This is an optimization exercise on Yosys and OpenROAD, whose aim is small area, not a production implementation.
The RTL of this run was laid out without a check of its function.
Power is estimated from default activity; no workload was simulated.

--- flow/config.mk ---
export PLATFORM = sky130hd
export DESIGN_NAME = taint_alu_array
export DESIGN_NICKNAME = taint_alu_array
export VERILOG_FILES = /design/flow/design.v
export SDC_FILE = /design/flow/constraint.sdc
export NUM_CORES = 4
export LEC_CHECK = 0
export CAP_MARGIN = 20
export CORE_MARGIN = 2
export CORE_UTILIZATION = 40
export SLEW_MARGIN = 20
--- flow/constraint.sdc ---
create_clock -name core_clock -period 6.0 [get_ports {pos_clk}]
set_input_delay 1.2000 -clock core_clock [delete_from_list [all_inputs] [get_ports {pos_clk}]]
set_output_delay 1.2000 -clock core_clock [all_outputs]
set_load 0.01 [all_outputs]
--- flow/design.v ---
`default_nettype none
package taint_pkg;
    typedef enum logic [2:0] {
        op_and = 3'd0,
        op_or  = 3'd1,
        op_xor = 3'd2,
        op_add = 3'd3,
        op_sub = 3'd4,
        op_shl = 3'd5,
        op_shr = 3'd6
    } op_e;
    localparam int DEF_LANES     = 4;
    localparam int DEF_WIDTH     = 16;
    localparam int DEF_ADDR_BITS = 3;
    localparam int DEF_ROW_BITS = DEF_LANES * DEF_WIDTH;
    localparam int DEF_ROWS     = 2 ** DEF_ADDR_BITS;
    typedef logic [DEF_ROW_BITS-1:0] row_t;
endpackage
`default_nettype wire
`timescale 1ns/100ps
`default_nettype none
module operand_dispatch #(
    parameter int LANES     = 4,
    parameter int WIDTH     = 8,
    parameter int ADDR_BITS = 3
) (
    input  wire                      pos_clk,
    input  wire                      pos_arst,
    input  wire                      in_valid,
    input  wire                      in_valid_taint,
    input  wire [2:0]                op,
    input  wire [LANES*WIDTH-1:0]    a_data,
    input  wire [LANES*WIDTH-1:0]    a_taint,
    input  wire [LANES*WIDTH-1:0]    b_data,
    input  wire [LANES*WIDTH-1:0]    b_taint,
    input  wire [ADDR_BITS-1:0]      wr_addr,
    input  wire [ADDR_BITS-1:0]      wr_addr_taint,
    output logic                     lane_valid,
    output logic                     lane_valid_taint,
    output logic [2:0]               lane_op,
    output logic [LANES*WIDTH-1:0]   lane_a,
    output logic [LANES*WIDTH-1:0]   lane_a_taint,
    output logic [LANES*WIDTH-1:0]   lane_b,
    output logic [LANES*WIDTH-1:0]   lane_b_taint,
    output logic                     st_valid,
    output logic [ADDR_BITS-1:0]     st_addr,
    output logic [ADDR_BITS-1:0]     st_addr_taint
);
    logic                   st_valid_taint;
    logic [2:0]             op_q;
    logic [LANES*WIDTH-1:0] a_q;
    logic [LANES*WIDTH-1:0] at_q;
    logic [LANES*WIDTH-1:0] b_q;
    logic [LANES*WIDTH-1:0] bt_q;
    always_ff @(posedge pos_clk, posedge pos_arst) begin
        if (pos_arst) begin
            st_valid       <= 1'b0;
            st_valid_taint <= 1'b0;
        end else begin
            st_valid       <= in_valid;
            st_valid_taint <= in_valid_taint;
        end
    end
    always_ff @(posedge pos_clk) begin
        op_q          <= op;
        a_q           <= a_data;
        at_q          <= a_taint;
        b_q           <= b_data;
        bt_q          <= b_taint;
        st_addr       <= wr_addr;
        st_addr_taint <= wr_addr_taint;
    end
    assign lane_valid       = st_valid;
    assign lane_valid_taint = st_valid_taint;
    assign lane_op          = op_q;
    assign lane_a           = a_q;
    assign lane_a_taint     = at_q;
    assign lane_b           = b_q;
    assign lane_b_taint     = bt_q;
endmodule
`default_nettype wire
`timescale 1ns/100ps
`default_nettype none
module taint_lane #(
    parameter int WIDTH = 8
) (
    input  wire              pos_clk,
    input  wire              pos_arst,
    input  wire              in_valid,
    input  wire              in_valid_taint,
    input  wire  [2:0]       in_op,
    input  wire  [WIDTH-1:0] in_a,
    input  wire  [WIDTH-1:0] in_a_taint,
    input  wire  [WIDTH-1:0] in_b,
    input  wire  [WIDTH-1:0] in_b_taint,
    output logic             res_valid,
    output logic [WIDTH-1:0] res_data,
    output logic [WIDTH-1:0] res_taint
);
    localparam int SH_BITS = (WIDTH > 1) ? $clog2(WIDTH) : 1;
    logic [SH_BITS-1:0] shamt;
    logic [WIDTH-1:0]   a_lo;
    logic [WIDTH-1:0]   a_hi;
    logic [WIDTH-1:0]   b_lo;
    logic [WIDTH-1:0]   b_hi;
    logic [WIDTH-1:0]   arith_taint;
    logic               any_taint;
    logic [WIDTH-1:0]   nxt_data;
    logic [WIDTH-1:0]   nxt_taint;
    logic [WIDTH-1:0]   en_diff;
    assign shamt = in_b[SH_BITS-1:0];
    assign a_lo = in_a & ~in_a_taint;
    assign a_hi = in_a | in_a_taint;
    assign b_lo = in_b & ~in_b_taint;
    assign b_hi = in_b | in_b_taint;
    assign any_taint = |{in_a_taint, in_b_taint};
    always_comb begin
        if (in_op == taint_pkg::op_sub) begin
            arith_taint = (a_lo - b_hi) ^ (a_hi - b_lo);
        end else begin
            arith_taint = (a_lo + b_lo) ^ (a_hi + b_hi);
        end
        arith_taint = arith_taint | in_a_taint | in_b_taint;
    end
    always_comb begin
        case (in_op)
            taint_pkg::op_and: begin
                nxt_data  = in_a & in_b;
                nxt_taint = (in_a_taint & in_b) | (in_b_taint & in_a)
                          | (in_a_taint & in_b_taint);
            end
            taint_pkg::op_or: begin
                nxt_data  = in_a | in_b;
                nxt_taint = (in_a_taint & ~in_b) | (in_b_taint & ~in_a)
                          | (in_a_taint & in_b_taint);
            end
            taint_pkg::op_add: begin
                nxt_data  = in_a + in_b;
                nxt_taint = arith_taint;
            end
            taint_pkg::op_sub: begin
                nxt_data  = in_a - in_b;
                nxt_taint = arith_taint;
            end
            taint_pkg::op_shl: begin
                nxt_data  = in_a << shamt;
                nxt_taint = (|in_b_taint) ? {WIDTH{1'b1}} : in_a_taint << shamt;
            end
            taint_pkg::op_shr: begin
                nxt_data  = in_a >> shamt;
                nxt_taint = (|in_b_taint) ? {WIDTH{1'b1}} : in_a_taint >> shamt;
            end
            default: begin
                nxt_data  = in_a ^ in_b;
                nxt_taint = {WIDTH{any_taint}};
            end
        endcase
    end
    assign en_diff = nxt_data ^ res_data;
    always_ff @(posedge pos_clk, posedge pos_arst) begin
        if (pos_arst) begin
            res_valid <= 1'b0;
            res_data  <= '0;
            res_taint <= '0;
        end else begin
            res_valid <= in_valid;
            if (in_valid) begin
                res_data  <= nxt_data;
                res_taint <= in_valid_taint ? (nxt_taint | en_diff) : nxt_taint;
            end else if (in_valid_taint) begin
                res_taint <= res_taint | en_diff;
            end
        end
    end
endmodule
`default_nettype wire
`timescale 1ns/100ps
`default_nettype none
module taint_table #(
    parameter int LANES     = 4,
    parameter int WIDTH     = 8,
    parameter int ADDR_BITS = 3
) (
    input  wire                      pos_clk,
    input  wire                      pos_arst,
    input  wire                      st_valid,
    input  wire  [ADDR_BITS-1:0]     st_addr,
    input  wire  [ADDR_BITS-1:0]     st_addr_taint,
    input  wire  [LANES*WIDTH-1:0]   row_taint,
    input  wire  [ADDR_BITS-1:0]     rd_addr,
    input  wire  [ADDR_BITS-1:0]     rd_addr_taint,
    output logic [LANES*WIDTH-1:0]   rd_taint,
    output logic [ADDR_BITS:0]       taint_count
);
    localparam int ROW_BITS = LANES * WIDTH;
    localparam int ROWS     = 2 ** ADDR_BITS;
    logic [ROW_BITS-1:0]  rows [ROWS];
    logic                 wr_valid_q;
    logic [ADDR_BITS-1:0] wr_addr_q;
    logic [ADDR_BITS-1:0] wr_addr_taint_q;
    logic [ROW_BITS-1:0]  wr_row;
    logic                 old_hit;
    logic                 new_hit;
    always_ff @(posedge pos_clk, posedge pos_arst) begin
        if (pos_arst) begin
            wr_valid_q <= 1'b0;
        end else begin
            wr_valid_q <= st_valid;
        end
    end
    always_ff @(posedge pos_clk) begin
        wr_addr_q       <= st_addr;
        wr_addr_taint_q <= st_addr_taint;
    end
    assign wr_row  = (|wr_addr_taint_q) ? {ROW_BITS{1'b1}} : row_taint;
    assign old_hit = |rows[wr_addr_q];
    assign new_hit = |wr_row;
    always_ff @(posedge pos_clk, posedge pos_arst) begin
        if (pos_arst) begin
            for (int i = 0; i < ROWS; i++) begin
                rows[i] <= '0;
            end
            taint_count <= '0;
        end else if (wr_valid_q) begin
            rows[wr_addr_q] <= wr_row;
            if (!old_hit && new_hit) begin
                taint_count <= taint_count + 1'b1;
            end else if (old_hit && !new_hit) begin
                taint_count <= taint_count - 1'b1;
            end
        end
    end
    assign rd_taint = (|rd_addr_taint) ? {ROW_BITS{1'b1}} : rows[rd_addr];
endmodule
`default_nettype wire
`timescale 1ns/100ps
`default_nettype none
module taint_alu_array #(
    parameter int LANES     = taint_pkg::DEF_LANES,
    parameter int WIDTH     = taint_pkg::DEF_WIDTH,
    parameter int ADDR_BITS = taint_pkg::DEF_ADDR_BITS
) (
    input  wire                      pos_clk,
    input  wire                      pos_arst,
    input  wire                      in_valid,
    input  wire                      in_valid_taint,
    input  wire [2:0]                op,
    input  wire [LANES*WIDTH-1:0]    a_data,
    input  wire [LANES*WIDTH-1:0]    a_taint,
    input  wire [LANES*WIDTH-1:0]    b_data,
    input  wire [LANES*WIDTH-1:0]    b_taint,
    input  wire [ADDR_BITS-1:0]      wr_addr,
    input  wire [ADDR_BITS-1:0]      wr_addr_taint,
    input  wire [ADDR_BITS-1:0]      rd_addr,
    input  wire [ADDR_BITS-1:0]      rd_addr_taint,
    output wire                      out_valid,
    output wire [LANES*WIDTH-1:0]    res_data,
    output wire [LANES*WIDTH-1:0]    res_taint,
    output wire [LANES*WIDTH-1:0]    rd_taint,
    output wire [ADDR_BITS:0]        taint_count
);
    wire                 st_valid;
    wire [ADDR_BITS-1:0] st_addr;
    wire [ADDR_BITS-1:0] st_addr_taint;
    wire [LANES-1:0]     lane_valid;
    wire                   l_valid;
    wire                   l_valid_taint;
    wire [2:0]             l_op;
    wire [LANES*WIDTH-1:0] l_a;
    wire [LANES*WIDTH-1:0] l_a_taint;
    wire [LANES*WIDTH-1:0] l_b;
    wire [LANES*WIDTH-1:0] l_b_taint;
    operand_dispatch #(
        .LANES     (LANES),
        .WIDTH     (WIDTH),
        .ADDR_BITS (ADDR_BITS)
    ) i_operand_dispatch (
        .pos_clk        (pos_clk),
        .pos_arst       (pos_arst),
        .in_valid       (in_valid),
        .in_valid_taint (in_valid_taint),
        .op             (op),
        .a_data         (a_data),
        .a_taint        (a_taint),
        .b_data         (b_data),
        .b_taint        (b_taint),
        .wr_addr        (wr_addr),
        .wr_addr_taint  (wr_addr_taint),
        .lane_valid       (l_valid),
        .lane_valid_taint (l_valid_taint),
        .lane_op          (l_op),
        .lane_a           (l_a),
        .lane_a_taint     (l_a_taint),
        .lane_b           (l_b),
        .lane_b_taint     (l_b_taint),
        .st_valid       (st_valid),
        .st_addr        (st_addr),
        .st_addr_taint  (st_addr_taint)
    );
    for (genvar g = 0; g < LANES; g++) begin : g_lane
        taint_lane #(.WIDTH(WIDTH)) i_taint_lane (
            .pos_clk   (pos_clk),
            .pos_arst  (pos_arst),
            .in_valid       (l_valid),
            .in_valid_taint (l_valid_taint),
            .in_op          (l_op),
            .in_a           (l_a[g*WIDTH +: WIDTH]),
            .in_a_taint     (l_a_taint[g*WIDTH +: WIDTH]),
            .in_b           (l_b[g*WIDTH +: WIDTH]),
            .in_b_taint     (l_b_taint[g*WIDTH +: WIDTH]),
            .res_valid (lane_valid[g]),
            .res_data  (res_data[g*WIDTH +: WIDTH]),
            .res_taint (res_taint[g*WIDTH +: WIDTH])
        );
    end
    assign out_valid = lane_valid[0];
    taint_table #(
        .LANES     (LANES),
        .WIDTH     (WIDTH),
        .ADDR_BITS (ADDR_BITS)
    ) i_taint_table (
        .pos_clk       (pos_clk),
        .pos_arst      (pos_arst),
        .st_valid      (st_valid),
        .st_addr       (st_addr),
        .st_addr_taint (st_addr_taint),
        .row_taint     (res_taint),
        .rd_addr       (rd_addr),
        .rd_addr_taint (rd_addr_taint),
        .rd_taint      (rd_taint),
        .taint_count   (taint_count)
    );
endmodule
`default_nettype wire
--- flow/run.sh ---
#!/bin/bash
# synth_recipe.tcl (not shown) runs the flow's synth.tcl, then flattens the netlist and writes it again
# the make line also repeats each setting of config.mk as NAME=value (left out here)
make -C /OpenROAD-flow-scripts/flow DESIGN_CONFIG=/design/flow/config.mk WORK_HOME=/design/flow/orfs CLKGATE_MAP_FILE= SYNTH_SCRIPT=/design/flow/synth_recipe.tcl finish
==> flow_metrics.tcl <==
set metrics [dict create \
    outcome "no timing/DRC/antenna violations" \
    cts_buffer_depth 3 \
    port-buffer-count 471 \
    regToRegSetupSlack_ps 920 \
    vdd_ir_drop_max_uv 257 \
    worstPathArrival_ps 5770 \
    global_route.overflow_total 0 \
    detail-route-antenna-nets 0 \
    cts_root_buffer "sky130_fd_sc_hd__clkbuf_16" \
    max_stage_delay_ps 1050 \
    timing.critical_path.cells "nand2_1 > nor2_1 > o31ai_1 > o221ai_1 > a2111oi_0 > a22oi_1 > a2111oi_0 > and4b_1 > ha_1 > inv_1 > ha_1 > a21o_1 > a21oi_1 > xnor2_1 > nor2_1 > xor2_1" \
    synth_sequential_area_ratio_pct 30.9 \
    core.rowCount 153 \
    path_max_fanout 21 \
    cts.sinks 918 \
    max_cap_viol_count 0 \
    syn_nets 9262 \
    grt_max_degree 143 \
    timing.critical_path.to_type "flip-flop" \
    wire_length_of_the_first_global_routing_pass_um 494000 \
    detailedRoute.firstIterationViolations 8362 \
    setup.worst_path.class "flip-flop to flip-flop" \
    skew_ps 84.6 \
    num_vias 71700 \
    setup-violations-final 0 \
    area_delta_synth_final_pct 15.6 \
    leakage_nw 33.2 \
    critPathSlowestCell "sky130_fd_sc_hd__nor2_1" \
    synthDistinctLibCells 94 \
    critPathRequiredTime_ps 6680 \
    synth-seq-cells 918 \
    cts_repair_resize_count 0 \
    synth-edff-count 0 \
    setup_ws_ps 917 \
    hold-worst-slack_ps 325 \
    async_reset_ff_share_pct 70.5 \
    hold_viol 0 \
    placeableCoreArea_um2 174000 \
    clk_pin_slew_ps 60 \
    final_net_count 9508 \
    post-synth-top-area-cell "sky130_fd_sc_hd__dfrtp_1" \
    mostFrequentLayoutCells "sky130_fd_sc_hd__nor2_1, sky130_fd_sc_hd__o21ai_0, sky130_fd_sc_hd__nand2_1, sky130_fd_sc_hd__a21oi_1, sky130_fd_sc_hd__dfrtp_1" \
    layout.core_utilization_pct 46.5 \
    detail_route.wl_per_cell_um 30.9 \
    io_pins 472 \
    clock_insertion_delay_worst_skew_ps 820 \
    synth-main-ff-cell "sky130_fd_sc_hd__dfrtp_1" \
    finalSetupTns_ps 0 \
    post-synth-top-area-fraction_pct 23.2 \
    worst_slew_pin_slew_ps 1280 \
    grt_setup_unrepaired "no" \
    detailed_place_hpwl_um 262000 \
    tritoncts "yes" \
    post-cts-setup-buffers 0 \
    antenna_found_initial 21 \
    drive_gt1_share_pct 9.24 \
    global_route.usage.total_pct 37.4 \
    worst_hold_path_type "flip-flop to flip-flop" \
    remaining_drcs 0 \
    finalWorstPathRequiredPeriod_ps 5080 \
    die_area_um2 178000 \
    layout_commonest_cell "sky130_fd_sc_hd__nor2_1" \
    fmax_ghz 0.197 \
    setup.worst_path.start_class "flip-flop" \
    cts_made_buffers 102 \
    period_share_pct 84.7 \
    power_density_nw_per_um2 268 \
    via_per_inst 6.41 \
    drt_wl_total_um 346000 \
    count_of_mapped_cells_out_of_synthesis 8527 \
    die_w_um 422 \
    slew_headroom_pct 12.5 \
    cts.hold.buffers_added 0 \
    place.gp.congestion 1.05 \
    avgSynthCellArea_um2 8.20 \
    place_ws_ps 1000 \
    finalMaxSlewViolations 0 \
    grt_pass1_vias 69200 \
    netlist_area_um2 69900 \
    detailedRoute.firstPassIterationCount 7 \
    floorplan.initialDensity_pct 40.2 \
    ys.warnings.count 4 \
    cts_max_level 3 \
    netlist_top_cells_area "sky130_fd_sc_hd__dfrtp_1, sky130_fd_sc_hd__ha_1, sky130_fd_sc_hd__dfxtp_1" \
    die_y_um 422 \
]
## cell type report
class / instances / area [µm²]
fill: 17400 / 93000
multi-input combinational: 6733 / 45000
sequential: 918 / 21700
timing repair buffer: 689 / 6450
clock buffer: 141 / 2940
tap: 2325 / 2910
inverter: 329 / 1240
clock inverter: 51 / 647
antenna: 9 / 22.5
## metrics by stage
stage	cells	power [mW]	cell area, µm²
after floorplan	8527	11.7	69900
after global placement	11000	14.7	77200
after detailed placement	11000	14.7	77200
after CTS	11200	21.5	80800
after global routing	11200	22.4	80800
final	11200	21.6	80800
## critical path, delay by kind of cell, from the launching register on
family | cells | cell delay (ps)
xor+xnor | 2 | 280
compound gates | 7 | 1150
flops | 1 | 970
simple gates | 4 | 1900
buf+inv | 1 | 140
fa+ha+maj | 2 | 500
## layer usage
layer | up-vias | track usage, % | routed length, µm
met3 | 1145 | 8.53 | 32100
met4 | 12 | 24.9 | 27400
li1 | 31500 | - | -
met1 | 34700 | 46.0 | 134000
met2 | 4314 | 58.7 | 152000
met5 | - | 0 | 63
## path summary, 6_finish.rpt
path | start | endpoint | cells past startpoint
worst min register to register | i_operand_dispatch.st_addr_taint[2]$_DFF_P_ | i_taint_table.wr_addr_taint_q[2]$_DFF_P_ | 0
worst max-delay path | i_taint_table.wr_addr_q[2]$_DFF_P_ | i_taint_table.taint_count[3]$_DFFE_PP0P_ | 16
max in group asynchronous | pos_arst | i_operand_dispatch.st_valid$_DFF_PP0_ | 3
min in group asynchronous | pos_arst | i_taint_table.rows[1][14]$_DFFE_PP0P_ | 2
worst max register to register | i_taint_table.wr_addr_q[2]$_DFF_P_ | i_taint_table.taint_count[3]$_DFFE_PP0P_ | 16
worst min-delay path | i_operand_dispatch.st_addr_taint[2]$_DFF_P_ | i_taint_table.wr_addr_taint_q[2]$_DFF_P_ | 0
## Yosys cell counts (50+ instances only)
library cell,count
sky130_fd_sc_hd__mux2i_1,173
sky130_fd_sc_hd__nand2_1,741
sky130_fd_sc_hd__a2bb2oi_1,50
sky130_fd_sc_hd__mux4_2,86
sky130_fd_sc_hd__a221oi_1,171
sky130_fd_sc_hd__dfrtp_1,647
sky130_fd_sc_hd__xnor2_1,333
sky130_fd_sc_hd__buf_1,72
sky130_fd_sc_hd__buf_2,83
sky130_fd_sc_hd__a21o_1,77
sky130_fd_sc_hd__nor3_1,156
sky130_fd_sc_hd__o211ai_1,89
sky130_fd_sc_hd__a211oi_1,107
sky130_fd_sc_hd__dfxtp_1,271
sky130_fd_sc_hd__o21a_1,70
sky130_fd_sc_hd__nor4_1,155
sky130_fd_sc_hd__o21ai_0,784
sky130_fd_sc_hd__or2_2,129
sky130_fd_sc_hd__clkbuf_1,379
sky130_fd_sc_hd__mux2_2,137
sky130_fd_sc_hd__nor2b_1,52
sky130_fd_sc_hd__a21oi_1,709
sky130_fd_sc_hd__a31oi_1,72
sky130_fd_sc_hd__nand2b_1,150
sky130_fd_sc_hd__nand3_1,88
sky130_fd_sc_hd__ha_1,439
sky130_fd_sc_hd__xor2_1,127
sky130_fd_sc_hd__inv_1,319
sky130_fd_sc_hd__nor2_1,1017
sky130_fd_sc_hd__o22ai_1,138
## logic make-up (layout without fill, tap and decap cells)
| group | Yosys count | count (layout) | synth area share [%] |
|---|---|---|---|
| AOI/OAI and AO/OA | 2721 | 2721 | 24.7 |
| xor gates and xnor gates | 471 | 471 | 6.12 |
| adders and majority gates | 460 | 460 | 8.46 |
| buffers and inverters | 876 | 1210 | 4.93 |
| DFF | 918 | 918 | 30.9 |
| muxes | 396 | 396 | 7.45 |
| other | 0 | 9 | 0 |
| and+or+nand+nor | 2685 | 2685 | 17.5 |
## sequential cells by signal (all words and copies together), names as in the netlist
| name | cells |
|---|---|
| i_operand_dispatch.b_q | 64 |
| i_operand_dispatch.st_valid_taint | 1 |
| i_operand_dispatch.bt_q | 64 |
| i_taint_table.wr_addr_q | 3 |
| i_taint_table.rows | 512 |
| i_operand_dispatch.st_valid | 1 |
| g_lane.i_taint_lane.res_data | 64 |
| i_taint_table.wr_addr_taint_q | 3 |
| i_taint_table.taint_count | 4 |
| i_operand_dispatch.st_addr | 3 |
| i_operand_dispatch.op_q | 3 |
| g_lane.i_taint_lane.res_valid | 1 |
| g_lane.i_taint_lane.res_taint | 64 |
| i_operand_dispatch.st_addr_taint | 3 |
| i_operand_dispatch.at_q | 64 |
| i_operand_dispatch.a_q | 64 |
## power breakdown
part	internal (mW)	switching (mW)	total, mW	leakage (nW)
logic	2.74	3.81	6.55	22.3
registers	6.95	1.39	8.34	9.17
clock network	3.79	2.95	6.75	1.73

what the ideal ports hide:
Ports are ideal in the flow. The routed layout listed here was re-timed in OpenROAD. Step 1 sets driving cells, clkbuf_16 on the clock port and buf_2 on the other inputs (assumed; they add their load-dependent delay and slew). Step 2 adds t to the input delays and takes it off the output delays; t is the mean of the earliest and latest rising clock arrival at the registers after step 1. Input paths then give back, and output paths get back, about the clock's delay inside the block. Slacks: ideal / step 1 / step 2; pairs: ideal / step 1.
t, ns: 0.872
setup WS [ns]: 0.917 / 0.881 / 0.881
worst setup path after step 2: input to output
clock arrival spread, ns: 0.085 / 0.084
worst data-port slew with drivers (ns): 0.22
After both steps setup and hold are still met in this run. For this run, drivers alone change the setup slack by -0.036 ns; drivers and shift together by -0.036 ns.
